Background: an optimization exercise with open tools, aiming at small area, a short achievable clock period and few clock cycles per item. Do not read the settings as production practice. In this exercise RTL edits were held to simulation tests only and were not proved equivalent to the original. No activity file was given, so power comes from the tool's default toggle rates.

==> flow/design.v <==
package skf_pkg;
  localparam int VAL_W     = 32;    
  localparam int GAIN_W    = 17;    
  localparam int FRAC_BITS = 16;
  localparam logic [VAL_W-1:0] Q_RESET = 32'd1310720;
  localparam logic [VAL_W-1:0] R_RESET = 32'd13107200;
endpackage
module skf_add #(
  parameter int N = 32
) (
  input  logic [N-1:0] a,
  input  logic [N-1:0] b,
  input  logic         ci,
  output logic [N-1:0] s
);
  localparam int L = (N <= 2) ? 1 : (N <= 4) ? 2 : (N <= 8) ? 3 : (N <= 16) ? 4 :
                     (N <= 32) ? 5 : (N <= 64) ? 6 : 7;    
  logic [N-1:0] p0, g0;
  assign p0 = a ^ b;
  assign g0 = a & b;
  logic [N-1:0] g [0:2*L];
  logic [N-1:0] p [0:2*L];
  assign g[0] = {g0[N-1:1], g0[0] | (p0[0] & ci)};
  assign p[0] = p0;
  for (genvar l = 0; l < L; l++) begin : up
    for (genvar i = 0; i < N; i++) begin : bit_
      if (((i + 1) % (1 << (l + 1))) == 0 && i >= (1 << l)) begin : pcell
        assign g[l+1][i] = g[l][i] | (p[l][i] & g[l][i - (1 << l)]);
        assign p[l+1][i] = p[l][i] & p[l][i - (1 << l)];
      end else begin : pskip
        assign g[l+1][i] = g[l][i];
        assign p[l+1][i] = p[l][i];
      end
    end
  end
  for (genvar k = 0; k < L; k++) begin : dn
    localparam int LV = L - 1 - k;
    for (genvar i = 0; i < N; i++) begin : bit_
      if (((i + 1) % (1 << (LV + 1))) == (1 << LV) && i >= (1 << LV)) begin : pcell
        assign g[L+k+1][i] = g[L+k][i] | (p[L+k][i] & g[L+k][i - (1 << LV)]);
        assign p[L+k+1][i] = p[L+k][i] & p[L+k][i - (1 << LV)];
      end else begin : pskip
        assign g[L+k+1][i] = g[L+k][i];
        assign p[L+k+1][i] = p[L+k][i];
      end
    end
  end
  assign s = p0 ^ {g[2*L][N-2:0], ci};
endmodule
import skf_pkg::*;
module scalar_kalman_filter_unit #(
  parameter int SAMPLE_BITS = 16
) (
  input  logic                   clk,
  input  logic                   rst_n,
  input  logic                   in_valid,
  output logic                   in_stall,
  input  logic [SAMPLE_BITS-1:0] in_sample,
  output logic                   out_valid,
  input  logic                   out_stall,
  output logic [VAL_W-1:0]       out_estimate,
  output logic [GAIN_W-1:0]      out_gain,
  input  logic                   cfg_we,
  input  logic [0:0]             cfg_index,
  input  logic [VAL_W-1:0]       cfg_wdata
);
  logic        st_idle_r, st_d1_r, st_dm_r, st_e_r, st_acc_r;
  logic [2:0]  cnt_r;
  logic        out_valid_r;
  logic [31:0] q_r, r_r;
  logic [16:0] quo_r;
  logic [1:0]  dig_r;    
  logic        q16_r;
  logic [15:0] z_r;
  logic [48:0] v_r;      
  logic [48:0] t_r;
  logic [32:0] rem_r;
  logic [32:0] den_r;
  logic [32:0] i_r;
  logic        step, rz;
  logic [31:0] ppred;
  assign rz       = (r_r == '0);
  assign in_stall = !st_idle_r;
  assign step     = st_dm_r || (st_d1_r && !(out_valid_r && out_stall));
  assign ppred    = v_r[48] ? 32'hFFFF_FFFF : v_r[47:16];
  logic [35:0] r4, s1, s2, s3;
  logic [35:0] d1n, d2n, c3s, c3c;
  logic [1:0]  dig;
  logic [32:0] rem_n;
  assign r4  = {1'b0, rem_r, 2'b00};
  assign d1n = ~{3'b000, den_r};
  assign d2n = ~{2'b00, den_r, 1'b0};
  assign c3s = r4 ^ d1n ^ d2n;
  assign c3c = (r4 & d1n) | (r4 & d2n) | (d1n & d2n);
  skf_add #(.N(36)) u_s1 (.a(r4), .b(d1n), .ci(1'b1), .s(s1));
  skf_add #(.N(36)) u_s2 (.a(r4), .b(d2n), .ci(1'b1), .s(s2));
  skf_add #(.N(36)) u_s3 (.a(c3s), .b({c3c[34:0], 1'b1}), .ci(1'b1), .s(s3));
  always_comb begin
    if (rz)            dig = 2'd0;    
    else if (!s3[35])  dig = 2'd3;
    else if (!s2[35])  dig = 2'd2;
    else if (!s1[35])  dig = 2'd1;
    else               dig = 2'd0;
    unique case (dig)
      2'd3:    rem_n = s3[32:0];
      2'd2:    rem_n = s2[32:0];
      2'd1:    rem_n = s1[32:0];
      default: rem_n = r4[32:0];
    endcase
  end
  logic        ineg;
  logic [48:0] isx, ta, tb, tc, ts, tcy, t_n, t_init;
  assign ineg = i_r[32];
  assign isx  = {{16{i_r[32]}}, i_r};
  assign ta   = {t_r[46:0], ineg, ineg};
  assign tb   = dig_r[1] ? {isx[47:0], 1'b0} : '0;
  assign tc   = dig_r[0] ? isx : '0;
  assign ts   = ta ^ tb ^ tc;
  assign tcy  = (ta & tb) | (ta & tc) | (tb & tc);
  assign t_n  = ts + {tcy[47:0], 1'b0};
  assign t_init = q16_r ? {{17{z_r[15]}}, z_r, 16'd0} : {{16{t_r[48]}}, t_r[48:16]};
  logic [48:0] wa, wb, wc, wd, w1s, w1c, w2s, w2c, w_n;
  assign wa = ({49{st_idle_r}} & {17'd0, r_r})
            | ({49{st_d1_r}}   & {16'd0, ~t_r[48:16]})
            | ({49{st_acc_r}}  & {v_r[46:0], 2'b00});
  assign wd = ({49{st_e_r}}    & {16'd0, rem_r})
            | ({49{st_idle_r}} & {17'd0, ppred})
            | ({49{st_d1_r}}   & {16'd0, z_r[15], z_r, 16'd0});
  assign wb  = dig_r[1] ? {16'd0, r_r, 1'b0} : '0;
  assign wc  = dig_r[0] ? {17'd0, r_r} : '0;
  assign w1s = wa ^ wb ^ wc;
  assign w1c = {((wa & wb) | (wa & wc) | (wb & wc)), 1'b0};
  assign w2s = w1s ^ w1c ^ wd;
  assign w2c = (w1s & w1c) | (w1s & wd) | (w1c & wd);
  assign w_n = w2s + {w2c[47:0], st_d1_r};
  always_ff @(posedge clk) begin
    if (!rst_n) begin
      st_idle_r   <= 1'b1;
      st_d1_r     <= 1'b0;
      st_dm_r     <= 1'b0;
      st_e_r      <= 1'b0;
      st_acc_r    <= 1'b0;
      cnt_r       <= '0;
      out_valid_r <= 1'b0;
      q_r         <= Q_RESET;
      r_r         <= R_RESET;
      t_r         <= '0;
      v_r         <= {1'b0, Q_RESET, 16'd0};
      dig_r       <= '0;
    end else begin
      dig_r <= step ? dig : 2'd0;
      if (out_valid_r && !out_stall) out_valid_r <= 1'b0;
      if (st_idle_r && in_valid) begin
        st_idle_r <= 1'b0;
        st_d1_r   <= 1'b1;
      end
      if (st_d1_r && step) begin
        st_d1_r  <= 1'b0;
        st_dm_r  <= 1'b1;
        st_acc_r <= 1'b1;
        cnt_r    <= '0;
      end
      if (st_dm_r) begin
        cnt_r <= cnt_r + 3'd1;
        if (cnt_r == 3'd6) begin
          st_dm_r <= 1'b0;
          st_e_r  <= 1'b1;
        end
      end
      if (st_e_r) begin
        st_e_r      <= 1'b0;
        st_acc_r    <= 1'b0;
        st_idle_r   <= 1'b1;
        out_valid_r <= 1'b1;
      end
      if (st_d1_r && step) begin
        t_r <= t_init;
        v_r <= {17'd0, q_r};
      end else if (st_acc_r) begin
        t_r <= t_n;
        v_r <= w_n;
      end
      if (cfg_we) begin
        if (cfg_index == 1'b0) begin
          q_r <= cfg_wdata;
          v_r <= {1'b0, cfg_wdata, 16'd0};
        end else begin
          r_r <= cfg_wdata;
          v_r <= {1'b0, q_r, 16'd0};
        end
        t_r <= '0;
      end
    end
  end
  always_ff @(posedge clk) begin
    if (st_idle_r) begin
      den_r <= w_n[32:0];
      rem_r <= rz ? '0 : {1'b0, ppred};
      q16_r <= rz && (ppred != '0);
      z_r   <= in_sample;
    end else if (step) begin
      rem_r <= rem_n;
    end
    if (st_d1_r && step) i_r <= w_n[32:0];
    if (step) begin
      quo_r[15:0] <= {quo_r[13:0], dig};
      if (st_d1_r) quo_r[16] <= q16_r;
    end
  end
  assign out_valid    = out_valid_r;
  assign out_estimate = t_r[47:16];
  assign out_gain     = quo_r;
endmodule
Settings: LEC_CHECK=0, CAP_MARGIN=20, CORE_MARGIN=2, CORE_UTILIZATION=40, SETUP_SLACK_MARGIN=2.5, SLEW_MARGIN=20; clock period 8.0 ns.
run.sh (not shown) runs the stock make flow with config.mk's settings and CLKGATE_MAP_FILE= SYNTH_SCRIPT=/design/flow/synth_recipe.tcl, a recipe that flattens the netlist after the stock synthesis.
Testbench counts at the start, summed over its fixed seeds: cycles 20,488, items 2,048.
Edit:
Settings changed: SETUP_SLACK_MARGIN 2.5 to 4.
What happened:
- The changed run produced a clean layout
- die area stays the same
- first-iteration DRC count rises by 30%
- non-clock buffer count grows by 202
- cell area rises by 15%
- worst hold slack improved by 9.6 ps
- total power rose by 34%
- worst setup slack improved by 720 ps
- global-route usage rose by 2.2 points
- sequential share of layout area falls by 3.2 points
Edit:
Settings changed: CORE_UTILIZATION 40 to 55, SETUP_SLACK_MARGIN 4 to 3.
Effect:
- The changed run passed the timing, design-rule and antenna checks
- cell area is lower by 13%
- worst setup slack is worse by 230 ps
- wire length fell by 12%
- clock power came out lower by about 8%
- count of clock-buffer cells in the layout came out lower by 9
- first-iteration DRC count goes down by 10%
- synthesized area is unchanged
- via count is lower by 5.3%
Edit:
Settings changed: CORE_UTILIZATION 55 to 40.
Via count went down slightly.
Clock skew went up by 5.1 ps.
Worst hold slack stays flat.
Die area went up by well over a third.
Combinational power went down slightly.
Global-route usage went down by 9.0 points.
Register-to-register slack stays flat.
Routed wire length went up by a few percent.
Non-clock buffer count went down by 11.

* * *

// scalar_kalman_filter_unit: RTL as listed in full above, without the edits since
Settings: LEC_CHECK=0, CAP_MARGIN=20, CORE_MARGIN=2, CORE_UTILIZATION=40, SETUP_SLACK_MARGIN=3.5, SLEW_MARGIN=20; clock period 8.0 ns.
The baseline finished with timing, DRC and antenna clean.
Testbench counts at the start, summed over its fixed seeds: cycles 20,488, items 2,048.
Next try:
SETUP_SLACK_MARGIN = default   (was 3.5)
The changed run finished with timing, DRC and antenna clean.
Hold slack hardly moves.
Global-route usage drops by 0.69 points.
Combinational power drops by 16%.
Register-to-register slack degrades by 1.2 ns.
Cell count falls by 2.3%.
Sequential share of layout area climbs by 1.5 points.
Power went down by 10%.
Setup slack loses 1.2 ns.

* * *

Another version of the RTL of scalar_kalman_filter_unit (not shown whole).
Size in the first run: ~3100 cells after synthesis, ~320 flip-flops, about 110 I/O pins.
Settings: LEC_CHECK=0, CAP_MARGIN=20, CORE_MARGIN=2, CORE_UTILIZATION=40, SETUP_SLACK_MARGIN=3, SLEW_MARGIN=20; clock period 8.0 ns.
Testbench counts at the start, summed over its fixed seeds: cycles 20,488, items 2,048.
Change:
SETUP_SLACK_MARGIN = 4   (was 3)
Fmax grows by a little under a tenth.
Setup slack improves by 0.40 ns.
Non-clock buffer count grows by 228.
Sequential cell count does not change.
Clock-buffer cell count does not change.
Via count grows by a little under a tenth.
Clock skew grows by 0.0051 ns.
Routed wire length grows by about a fifth.
Die area stays the same.
Synthesized cell count is unchanged.

* * *

Another version of the RTL of scalar_kalman_filter_unit (not shown whole).
Size in the first run: roughly 3100 cells after synthesis, ~290 flip-flops, ~26000 um^2 of cells after synthesis.
==> flow/config.mk <==
export PLATFORM = sky130hd
export DESIGN_NAME = scalar_kalman_filter_unit
export DESIGN_NICKNAME = scalar_kalman_filter_unit
export VERILOG_FILES = /design/flow/design.v
export SDC_FILE = /design/flow/constraint.sdc
export NUM_CORES = 4
export LEC_CHECK = 0
export CAP_MARGIN = 0
export CORE_MARGIN = 2
export CORE_UTILIZATION = 40
export SETUP_SLACK_MARGIN = 3.25
export SLEW_MARGIN = 0
==> flow/constraint.sdc <==
create_clock -name core_clock -period 8.0 [get_ports {clk}]
set_input_delay 1.6000 -clock core_clock [delete_from_list [all_inputs] [get_ports {clk}]]
set_output_delay 1.6000 -clock core_clock [all_outputs]
set_load 0.01 [all_outputs]
Testbench counts at the start, summed over its fixed seeds: cycles 20,488, items 2,048.
Next try:
Settings changed: CAP_MARGIN 0 to 20, SLEW_MARGIN 0 to 20.
Result: Clock power hardly moves. Setup slack stays flat. Cell area hardly moves. Die area does not change.
Next try:
Settings changed: SETUP_SLACK_MARGIN 3.25 to 3.75.
The changed run produced a clean layout.
Core utilization goes up by 4.9 points.
Area after synthesis does not change.
Total power rises by about a fifth.
Clock power is about the same.
Next try:
Settings changed: SETUP_SLACK_MARGIN 3.75 to 3.5.
The changed run finished clean.
Core utilization falls by 3.3 points.
Critical path depth falls by 2.
Total power falls by about 9%.
Next try:
Settings changed: SETUP_SLACK_MARGIN 3.5 to 3.
Result:
- The new run ran to the end with no violations
- clock power barely changes
- core utilization fell by 2.3 points
- critical path depth stays the same
- via count fell by 2.3%
- die area stays the same
- power is lower by 5.1%
- fmax drops by 7.4%
- register-to-register slack degrades by 0.35 ns
- first-iteration DRC count goes down by 7.7%
- synthesized cell count does not change
- routed wire length falls by 0.76%

* * *

Setup of run 1:
Another version of the RTL of scalar_kalman_filter_unit (not shown whole).
Size in the first run: ~2900 cells after synthesis, roughly 290 flip-flops, about 110 I/O pins.
Settings: LEC_CHECK=0, CAP_MARGIN=20, CORE_MARGIN=2, CORE_UTILIZATION=40, SETUP_SLACK_MARGIN=3, SLEW_MARGIN=20; clock period 8.0 ns.
Testbench counts of run 1, summed over its fixed seeds: cycles 20,488, items 2,048.
Input-level comparison between run 2 and run 1:
Settings: SETUP_SLACK_MARGIN changed from 3 to 3.5.
Results
In the flow results for run 1 and run 2, the share of power burned in combinational logic is smaller on run 1.
Taking run 2 as 1.0, run 1 lands at 0.947 on cell area.
Run 1 → run 2: power density normalized to cell area flat, number of setup buffers added after CTS up 58, number of cells on the worst reg-to-reg path up 9.5%.
Taking run 1 as the reference, in run 2 share of the core filled with cells in the final layout now larger; final critical-path setup slack grew by 100 ps; routed wire length saw an increase; peak supply drop decreased 17%.

-- separate check: timing with driven ports --
How much do the figures lean on ideal ports? The routed layouts below were timed once more, with nothing changed but the port constraints. Step 1 (the two cells are an assumption about what drives the block):
set clk [get_ports {clk}]
set_driving_cell -lib_cell sky130_fd_sc_hd__clkbuf_16 $clk
set_driving_cell -lib_cell sky130_fd_sc_hd__buf_2 [delete_from_list [all_inputs] $clk]
Step 2, shift: input delay + t, output delay - t, t = (earliest + latest rising clock arrival at the registers) / 2. This alone moves slack from input paths to output paths. a / b / c = ideal / step 1 / step 2; a / b = the first two.
run	t (ns)	slack for setup (ns)	cell pins on the clock port's net
the first run of note 1	0.632	2.621 / 2.621 / 2.597	1
the second run of note 1	0.621	3.345 / 3.345 / 3.343	1
the third run of note 1	0.597	3.115 / 3.115 / 2.805	1
the fourth run of note 1	0.618	3.126 / 3.126 / 2.878	1
the first run of note 2	0.625	3.315 / 3.315 / 3.246	1
the second run of note 2	0.621	2.157 / 2.157 / 2.157	1
the first run of note 3	0.611	3.074 / 3.097 / 2.486	1
the second run of note 3	0.630	3.474 / 3.474 / 3.195	1
the first run of note 4	0.611	3.321 / 3.321 / 2.745	1
the second run of note 4	0.608	3.321 / 3.349 / 2.741	1
the third run of note 4	0.615	3.590 / 3.590 / 3.201	1
the fourth run of note 4	0.607	3.550 / 3.550 / 2.981	1
the fifth run of note 4	0.609	3.195 / 3.195 / 2.657	1
run 1	0.601	2.989 / 3.024 / 2.422	1
run 2	0.593	3.089 / 3.089 / 2.724	1
After both steps every run listed still meets setup and hold. The setup slack of the first run of note 3, which loses most, moves by +0.023 ns with the drivers and by -0.588 ns with both steps.
